This is an optimization exercise on Yosys and OpenROAD, whose aim is small area, a short achievable clock period and few clock cycles, not a production implementation.
Only simulation tests tie the RTL to the original design; equivalence was not proved.
Power figures rest on the tool's default switching activity, not on a simulated workload.

==> flow/design.v <==
package moment_pkg;
   typedef logic [8-1:0]    pix_t;
   typedef logic [9-1:0]    coord_t;
   typedef logic [17-1:0]   addr_t;
   typedef logic [29-1:0] moment_t;
   typedef logic [13-1:0]   cent_t;
   typedef struct packed {
      coord_t img_dim;
      addr_t  start_addr;
   } img_cfg_t;
   typedef struct packed {
      coord_t x;
      coord_t y;
   } coord_pair_t;
   typedef struct packed {
      logic  en;
      addr_t addr;
   } mem_rd_t;
   typedef struct packed {
      moment_t m00;
      moment_t m10;
      moment_t m01;
   } moments_t;
   typedef struct packed {
      cent_t x_mc;
      cent_t y_mc;
   } centroid_t;
endpackage
`timescale 1ns/100ps
module moment_engine_top
(
   input  logic                                  clk,
   input  logic                                  rst_n,
   input  logic                                  req_i,
   input  logic [9+17-1:0] cfg_i,
   output logic                                  ack_o,
   output logic [17:0]               mem_rd_o,
   input  logic [8-1:0]              rdata_i,
   output logic [3*29-1:0]         moments_o,
   output logic [2*13-1:0]           centroid_o
);
   localparam int m00_w = 20;
   localparam int m1_w  = 25;
   localparam int row_w = 14;
   localparam int q_w   = 9;
   typedef enum logic [2:0] {
      st_idle,
      st_sq,
      st_add_lo,
      st_add_hi,
      st_read,
      st_drain,
      st_div,
      st_ack
   } state_t;
   state_t               state;
   logic                 rd_en;
   logic [11:0]          addr_lo;
   logic [4:0]           addr_hi;
   logic                 addr_c;
   logic [5:0]           x_cnt;
   logic [5:0]           y_cnt;
   logic                 row_first;
   logic                 img_first;
   logic                 v1;
   logic                 f1;
   logic                 l1;
   logic                 fi1;
   logic                 v2;
   logic                 f2;
   logic                 l2;
   logic                 g2;
   logic                 clr;
   logic                 f3;
   logic                 l3;
   logic [7:0]           pix_q;
   logic                 ld_m01;
   logic                 ld_m10;
   logic                 div_x;
   logic                 ack_q;
   logic [m00_w-1:0]     m00;
   logic [m1_w-1:0]      m10;
   logic [m1_w-1:0]      m01;
   logic [5:1]           m10_c;
   logic [5:1]           m01_c;
   logic [m1_w-1:0]      m10_op;
   logic [m1_w-1:0]      m01_op;
   logic [m1_w-1:0]      m10_sum;
   logic [m1_w-1:0]      m01_sum;
   logic [6:1]           m10_co;
   logic [6:1]           m01_co;
   logic [row_w-1:0]     row_sum;
   logic [m00_w-1:0]     rem;
   logic [5:0]           dvd_lo;
   logic [2*q_w-1:0]     quo;
   logic [5:0]           dim;
   logic [16:0]          start_addr;
   logic [11:0]          sq_m1;
   logic                 x_last;
   logic                 y_last;
   logic                 last_rd;
   logic                 drained;
   assign dim        = cfg_i[22:17];
   assign start_addr = cfg_i[16:0];
   assign x_last  = (x_cnt == 6'd1);
   assign y_last  = (y_cnt == 6'd1);
   assign last_rd = x_last && y_last;
   assign drained = !v1 && !v2 && (m01_c == '0);
   localparam logic [64*12-1:0] sq_table = {
      12'd3968,
      12'd3843,
      12'd3720,
      12'd3599,
      12'd3480,
      12'd3363,
      12'd3248,
      12'd3135,
      12'd3024,
      12'd2915,
      12'd2808,
      12'd2703,
      12'd2600,
      12'd2499,
      12'd2400,
      12'd2303,
      12'd2208,
      12'd2115,
      12'd2024,
      12'd1935,
      12'd1848,
      12'd1763,
      12'd1680,
      12'd1599,
      12'd1520,
      12'd1443,
      12'd1368,
      12'd1295,
      12'd1224,
      12'd1155,
      12'd1088,
      12'd1023,
      12'd960,
      12'd899,
      12'd840,
      12'd783,
      12'd728,
      12'd675,
      12'd624,
      12'd575,
      12'd528,
      12'd483,
      12'd440,
      12'd399,
      12'd360,
      12'd323,
      12'd288,
      12'd255,
      12'd224,
      12'd195,
      12'd168,
      12'd143,
      12'd120,
      12'd99,
      12'd80,
      12'd63,
      12'd48,
      12'd35,
      12'd24,
      12'd15,
      12'd8,
      12'd3,
      12'd0,
      12'd4095
   };
   assign sq_m1 = sq_table[12*x_cnt +: 12];
   always_ff @(posedge clk or negedge rst_n)
   begin
      if (!rst_n)
      begin
         state <= st_idle;
         rd_en <= 1'b0;
         ack_q <= 1'b0;
         v1    <= 1'b0;
         v2    <= 1'b0;
      end
      else
      begin
         v1 <= rd_en;
         v2 <= v1;
         case (state)
            st_idle:
               if (req_i)
                  state <= st_sq;
            st_sq:
               state <= st_add_lo;
            st_add_lo:
               state <= st_add_hi;
            st_add_hi:
            begin
               state <= st_read;
               rd_en <= 1'b1;
            end
            st_read:
               if (last_rd)
               begin
                  state <= st_drain;
                  rd_en <= 1'b0;
               end
            st_drain:
               if (drained)
                  state <= st_div;
            st_div:
               if (x_last && div_x)
               begin
                  state <= st_ack;
                  ack_q <= 1'b1;
               end
            default:
               if (!req_i)
               begin
                  state <= st_idle;
                  ack_q <= 1'b0;
               end
         endcase
      end
   end
   always_ff @(posedge clk)
   begin
      case (state)
         st_idle:
         begin
            {addr_hi, addr_lo} <= start_addr;
            x_cnt              <= dim;
            y_cnt              <= dim;
         end
         st_sq:
            {y_cnt, x_cnt} <= sq_m1;
         st_add_lo:
         begin
            {addr_c, addr_lo} <= {1'b0, addr_lo} + {1'b0, y_cnt, x_cnt};
            x_cnt             <= dim;
            y_cnt             <= dim;
            row_first         <= 1'b1;
            img_first         <= 1'b1;
         end
         st_add_hi:
            addr_hi <= addr_hi + 5'(addr_c);
         st_read:
         begin
            addr_lo   <= addr_lo - 1'b1;
            if (addr_lo == '0)
               addr_hi <= addr_hi - 1'b1;
            img_first <= 1'b0;
            if (x_last)
            begin
               x_cnt     <= dim;
               y_cnt     <= y_cnt - 1'b1;
               row_first <= 1'b1;
            end
            else
            begin
               x_cnt     <= x_cnt - 1'b1;
               row_first <= 1'b0;
            end
         end
         st_drain:
         begin
            x_cnt <= 6'd9;
            div_x <= 1'b0;
         end
         st_div:
         begin
            x_cnt <= x_cnt - 1'b1;
            if (x_last)
            begin
               x_cnt <= 6'd9;
               div_x <= 1'b1;
            end
         end
         default:
            x_cnt <= dim;
      endcase
   end
   always_ff @(posedge clk)
   begin
      f1      <= row_first;
      l1      <= x_last;
      fi1     <= img_first;
      pix_q   <= rdata_i;
      f2      <= f1;
      l2      <= l1;
      clr     <= v1 && fi1;
      g2      <= v1 && !f1;
      f3      <= v2 && f2;
      l3      <= v2 && l2;
      row_sum <= (f2 ? row_w'(0) : row_sum) + row_w'(pix_q);
      m00     <= clr ? m00_w'(0) : m00 + (l3 ? m00_w'(row_sum) : m00_w'(0));
      m10     <= clr ? m1_w'(0)  : m10_sum;
      m10_c   <= clr ? 5'd0      : m10_co[5:1];
      m01     <= clr ? m1_w'(0)  : m01_sum;
      m01_c   <= clr ? 5'd0      : m01_co[5:1];
   end
   assign m10_op = g2 ? m1_w'(row_sum) : m1_w'(0);
   assign m01_op = f3 ? m1_w'(m00) : m1_w'(0);
   logic [m1_w:0] m10_rc;
   logic [m1_w:0] m01_rc;
   always_comb
   begin
      for (int i = 0; i < m1_w; i++)
      begin
         if (i == 0)
         begin
            m10_rc[i] = 1'b0;
            m01_rc[i] = 1'b0;
         end
         else if (i == 4 || i == 8 || i == 12 || i == 16 || i == 20)
         begin
            m10_co[i / 4] = m10_rc[i];
            m01_co[i / 4] = m01_rc[i];
            m10_rc[i] = m10_c[i / 4];
            m01_rc[i] = m01_c[i / 4];
         end
         m10_sum[i]  = m10[i] ^ m10_op[i] ^ m10_rc[i];
         m10_rc[i+1] = (m10[i] & m10_op[i]) | (m10[i] & m10_rc[i]) | (m10_op[i] & m10_rc[i]);
         m01_sum[i]  = m01[i] ^ m01_op[i] ^ m01_rc[i];
         m01_rc[i+1] = (m01[i] & m01_op[i]) | (m01[i] & m01_rc[i]) | (m01_op[i] & m01_rc[i]);
      end
      m10_co[6] = m10_rc[m1_w];
      m01_co[6] = m01_rc[m1_w];
   end
   logic [m1_w-1:0]   dvd;
   logic [m00_w:0]    trial;
   logic [m00_w+1:0]  diff;
   logic              q_bit;
   assign dvd   = ld_m01 ? m01 : m10;
   assign trial = {rem, dvd_lo[5]};
   assign diff  = {1'b0, trial} - {2'b0, m00};
   assign q_bit = !diff[m00_w+1] && (m00 != '0);
   always_ff @(posedge clk)
   begin
      ld_m01 <= ((state == st_read) && last_rd) || ((state == st_drain) && !drained);
      ld_m10 <= (state == st_div) && (x_cnt == 6'd2) && !div_x;
      if (ld_m01 || ld_m10)
      begin
         rem    <= m00_w'(dvd[m1_w-1:6]);
         dvd_lo <= dvd[5:0];
      end
      else
      begin
         rem    <= q_bit ? diff[m00_w-1:0] : trial[m00_w-1:0];
         dvd_lo <= {dvd_lo[4:0], 1'b0};
      end
      if (state == st_div)
         quo <= {quo[2*q_w-2:0], q_bit};
   end
   assign ack_o      = ack_q;
   assign mem_rd_o   = {rd_en, addr_hi, addr_lo};
   assign moments_o  = {9'd0, m00, 4'd0, m10, 4'd0, m01};
   assign centroid_o = {4'd0, quo[q_w-1:0], 4'd0, quo[2*q_w-1:q_w]};
endmodule
==> flow/config.mk <==
export PLATFORM = sky130hd
export DESIGN_NAME = moment_engine_top
export DESIGN_NICKNAME = moment_engine_top
export VERILOG_FILES = /design/flow/design.v
export SDC_FILE = /design/flow/constraint.sdc
export NUM_CORES = 4
export LEC_CHECK = 0
export CAP_MARGIN = 20
export CORE_MARGIN = 2
export CORE_UTILIZATION = 60
export CTS_BUF_LIST = sky130_fd_sc_hd__clkbuf_8
export SETUP_SLACK_MARGIN = 4.8
export SLEW_MARGIN = 20
==> flow/constraint.sdc <==
create_clock -name core_clock -period 7.5 [get_ports {clk}]
set_input_delay 1.5000 -clock core_clock [delete_from_list [all_inputs] [get_ports {clk}]]
set_output_delay 1.5000 -clock core_clock [all_outputs]
set_load 0.01 [all_outputs]
standard.sh (not shown) runs the stock make flow with config.mk's settings and CLKGATE_MAP_FILE= SYNTH_SCRIPT=/design/flow/synth_recipe.tcl, a recipe that flattens the netlist after the stock synthesis.
==> flow/flow/run.sh <==
#!/bin/bash
# Standard layout, with the port buffers made from the smallest buffer
# instead of the default pick; every port still gets its own buffer.
set -o pipefail
cp standard.sh standard.sh.txt
export BUFFER_PORTS_ARGS="-buffer_cell sky130_fd_sc_hd__buf_1"
bash standard.sh > standard.log 2>&1
The starting point produced a clean layout.
Testbench counts at the start, summed over its fixed seeds: cycles 193,901.
Edit:
Settings changed: CTS_BUF_LIST sky130_fd_sc_hd__clkbuf_8 to unset, SETUP_SLACK_MARGIN 4.8 to 5.0.
Outcome: Area after synthesis stays the same; register-to-register slack is better by 0.11 ns; synthesized cell count does not change; final cell count grows by 3.7%; worst hold slack is worse by 0.0058 ns; total power grows by 13%; sequential share of layout area shrinks by 2.4 points; routed wire length grows by 9.1%; final area grows by 9.8%; worst setup slack is better by 0.17 ns.
Edit:
Settings changed: PLACE_DENSITY set to 0.72, SETUP_SLACK_MARGIN 5.0 to 4.8.
Result: The changed run went through all stages and came out clean; first-iteration DRC count is lower by 12%; count of clock-buffer cells in the layout does not change; final area shrinks by 8.0%; routed wire length decreases by 5.8%; worst setup slack got worse by 0.093 ns; synthesized area does not change; final cell count came out lower by 4.0%; via count fell by 3.4%; power fell by 8.2%.
Edit:
Settings changed: CORE_UTILIZATION 60 to 70, PLACE_DENSITY 0.72 to unset.
Effect: Power rose by 1.6%. Cell count is lower by 1.4%. Critical path depth rose by 8. Clock power is higher by 7.3%. Via count went up by 3.0%. Synthesized cell count stays the same. Wire length rose by 3.6%. Global-route usage increases by 5.7 points. Setup slack is worse by 0.020 ns.
Edit:
Settings changed: CORE_UTILIZATION 70 to 60, GPL_ROUTABILITY_DRIVEN set to 0.
=>
- clock skew grows by 0.0043 ns
- routed wire length went down by 5.1%
- worst hold slack gets better by 0.0094 ns
- global-route usage came out lower by 5.3 points
- cell count is higher by 1.2%
- clock power is lower by 3.7%
- clock-buffer cell count stays the same
- total power drops by 2.3%
- maximum frequency came out lower by 0.32%
- worst setup slack degrades by 0.0086 ns
Edit:
Settings changed: GPL_ROUTABILITY_DRIVEN 0 to unset, SETUP_SLACK_MARGIN 4.8 to 4.9.
=> Utilization climbs by 2.1 points; register-to-register slack is better by 0.08 ns; worst hold slack is better by 0.0037 ns.

==> re-timing with driven ports <==
How much do the figures lean on ideal ports? The routed layouts below were timed once more, with nothing changed but the port constraints.
Step 1 assumes that a clkbuf_16 drives the clock port and a buf_2 every other input.
Step 2 also shifts input and output timing later by t, the mid clock arrival at the registers, as if the neighbouring blocks saw the same clock.
Three values: no drivers, after step 1, after step 2; two values: the first two.
run | t, ns | slack for setup (ns) | worst setup path after step 2
the first run | 0.522 | 4.782 / 4.740 / 4.860 | register to register
the second run | 0.486 | 4.951 / 4.900 / 4.943 | input to register
the third run | 0.475 | 4.858 / 4.811 / 4.873 | register to register
the fourth run | 0.484 | 4.837 / 4.823 / 4.837 | register to register
the fifth run | 0.485 | 4.829 / 4.783 / 4.901 | register to register
the sixth run | 0.486 | 4.852 / 4.806 / 4.985 | register to register
After both steps every run listed still meets setup and hold. The setup slack of the second run, which loses most, moves by -0.051 ns with the drivers and by -0.008 ns with both steps.
